This design comes from an exercise in tuning for small area, a short achievable clock period and few clock cycles per item on the open sky130 flow, not from production work.
The RTL was checked by simulation tests, not by an equivalence proof against the original design.
Power is estimated from default activity; no workload was simulated.

// life_cell_automaton_stencil
module life_cell_automaton_stencil #(
    parameter int unsigned COLS_LIMIT = 512,
    parameter int unsigned MAX_ROWS   = 512
) (
    input  logic                       i_clk,
    input  logic                       i_rst_n,
    input  logic                       i_cfg_we,
    input  logic [1:0]                 i_cfg_index,
    input  logic [lcas_pkg::CFG_W-1:0] i_cfg_data,
    input  logic                       i_cell_valid,
    output logic                       o_cell_stall,
    input  logic                       i_cell_alive,
    output logic                       o_res_valid,
    input  logic                       i_res_stall,
    output logic                       o_next_alive,
    output logic                       o_tile_last
);
Size: about 1,500 cells after synthesis, roughly 1,100 flip-flops, about 22 I/O pins, about 36,000 um^2 of cells after synthesis.
Settings: LEC_CHECK=0, ABC_CLOCK_PERIOD_IN_PS=2300, CAP_MARGIN=20, CORE_MARGIN=2, CORE_UTILIZATION=60, CTS_CLUSTER_DIAMETER=70, CTS_CLUSTER_SIZE=30, SETUP_SLACK_MARGIN=4.25, SLEW_MARGIN=20; clock period 6.5 ns.
standard.sh (not shown) runs the stock make flow with config.mk's settings and CLKGATE_MAP_FILE= SYNTH_SCRIPT=/design/flow/synth_recipe.tcl, a recipe that flattens the netlist after the stock synthesis.
==> flow/flow/run.sh <==
#!/bin/bash
# The standard layout, with two changes to the resizer's choices: port buffers
# are sky130_fd_sc_hd__buf_4 cells (the default choice may be a delay cell), and
# gate sizing may swap a cell for one of another footprint.
set -euo pipefail
bash standard.sh MATCH_CELL_FOOTPRINT=0 \
    "BUFFER_PORTS_ARGS=-buffer_cell sky130_fd_sc_hd__buf_4" \
    finish > flow_make.log 2>&1
The starting point ran to the end with no violations.
Testbench counts at the start, summed over its fixed seeds: cycles 105,437, items 93,099.
Then changed:
Settings changed: ABC_CLOCK_PERIOD_IN_PS 2300 to 2400, SETUP_SLACK_MARGIN 4.25 to 4.1.
Result:
- hold slack stays flat
- global-route usage is lower by 0.24 points
- clock-buffer cell count does not change
- non-clock buffer count decreases by 8
- sequential power barely changes
- via count fell by 0.46%
- design area hardly moves


harbor:
life_cell_automaton_stencil, a different RTL version from the one above (not shown whole).
For scale: ~35000 µm² of cells after synthesis.
clock: 6.5 ns
lec_check: 0
abc_area: 1
abc_clock_period_in_ps: 2400
cap_margin: 20
core_margin: 2
core_utilization: 65
cts_cluster_diameter: 65
cts_cluster_size: 28
setup_slack_margin: 4.1
slew_margin: 20
==> flow/flow/run.sh <==
#!/bin/bash
# The standard layout, with three changes: port buffers are
# sky130_fd_sc_hd__buf_4 cells (the default choice may be a delay cell), gate
# sizing may swap a cell for one of another footprint, and clock tree
# synthesis clusters sinks without insertion delay.
set -euo pipefail
bash standard.sh MATCH_CELL_FOOTPRINT=0 \
    "BUFFER_PORTS_ARGS=-buffer_cell sky130_fd_sc_hd__buf_4" \
    "CTS_ARGS=-sink_clustering_enable -repair_clock_nets -sink_clustering_size 28 -sink_clustering_max_diameter 65 -no_insertion_delay" \
    finish > flow_make.log 2>&1
Every stage of the flow completed for harbor, and the final layout passed the timing, DRC and antenna checks.
Testbench counts of harbor, summed over its fixed seeds: cycles 105,305, items 93,099.
--- input diff harbor..onyx ---
- ABC_CLOCK_PERIOD_IN_PS now 2200, was 2400
- SETUP_SLACK_MARGIN now 4.45, was 4.1
==> flow/flow/run.sh <==
#!/bin/bash
# The standard layout, with two changes to the resizer's choices: port buffers
# are sky130_fd_sc_hd__buf_4 cells (the default choice may be a delay cell), and
# gate sizing may swap a cell for one of another footprint.
set -euo pipefail
bash standard.sh MATCH_CELL_FOOTPRINT=0 \
    "BUFFER_PORTS_ARGS=-buffer_cell sky130_fd_sc_hd__buf_4" \
    finish > flow_make.log 2>&1
==> comparison <==
onyx finished end to end and its layout was clean on timing, DRC and antenna.
Diff harbor -> onyx: count of fill cells added during filler insertion decreased about 0.6%; combinational logic power rose by about 6.5%; maximum frequency barely changed.
Relative to harbor, the post-CTS setup buffer count of onyx is higher by 3.
For yarrow, these inputs were changed with respect to onyx:
- a change of SETUP_SLACK_MARGIN from 4.45 to 4.1
- a change of SLEW_MARGIN from 20 to 10
- a change of CAP_MARGIN from 20 to 10
- a change of ABC_CLOCK_PERIOD_IN_PS from 2200 to 2400
Results
On wire length of the first global-routing pass: between onyx and yarrow, it ends up lower for yarrow.
onyx → yarrow: final net count went down; leakage power figure fell 0.76%.
Diff yarrow..onyx | fmax | negligible
Largest net degree at the start of global routing (higher): yarrow
Final critical-path required period essentially unchanged between yarrow and onyx.
Looking at number of gates given a new drive strength after cts, yarrow sits 14 below onyx.
Input changes introduced in juniper (baseline for comparison: yarrow):
- CTS_CLUSTER_DIAMETER: 65 -> 45
- CAP_MARGIN: 10 -> 20
- CORE_UTILIZATION: 65 -> 80
- SLEW_MARGIN: 10 -> 20
- CTS_CLUSTER_SIZE: 28 -> 22
[summary]
- Against yarrow, die outline height in juniper fell by a little under 10%.
- The global placement routability congestion in yarrow is 0.933 times that in juniper.
- juniper: it failed with a tool error in detailed placement, so there are no final results.
- Reported for yarrow and juniper, fraction of the mapped netlist area in compound gates turned out identical to the last digit.
- The placement row count in yarrow is 1.12 times that in juniper.

## port drivers added, routing unchanged
No port has a modelled driver above. Below, the same layouts with a new extraction and two added sets of constraints. Step 1: set_driving_cell puts a clkbuf_16 on i_clk and a buf_2 on each other input, an assumption about the parent block. Step 2 times the ports against the registers' clock, not the clock port: input delays grow and output delays shrink by t, the midpoint of the rising clock arrivals with the driver on. a / b / c = ideal / step 1 / step 2; a / b = the first two.
| run | t (ns) | setup slack, ns | worst hold slack (ns) | worst setup path after step 2 | cell pins on the clock port's net |
|---|---|---|---|---|---|
| the first run of note 1 | 0.674 | 4.113 / 4.053 / 3.595 | 0.411 / 0.411 / 0.411 | input to register | 1 |
| the second run of note 1 | 0.674 | 4.114 / 4.053 / 3.538 | 0.411 / 0.411 / 0.411 | input to register | 1 |
| harbor | 0.671 | 4.144 / 4.087 / 3.707 | 0.414 / 0.414 / 0.414 | input to register | 1 |
| onyx | 0.672 | 4.141 / 4.084 / 3.878 | 0.415 / 0.415 / 0.415 | input to register | 1 |
| yarrow | 0.671 | 4.144 / 4.087 / 3.707 | 0.414 / 0.414 / 0.414 | input to register | 1 |
After both steps every run listed still meets setup and hold. For the second run of note 1, which loses most, drivers alone change the setup slack by -0.061 ns; drivers and shift together by -0.576 ns.
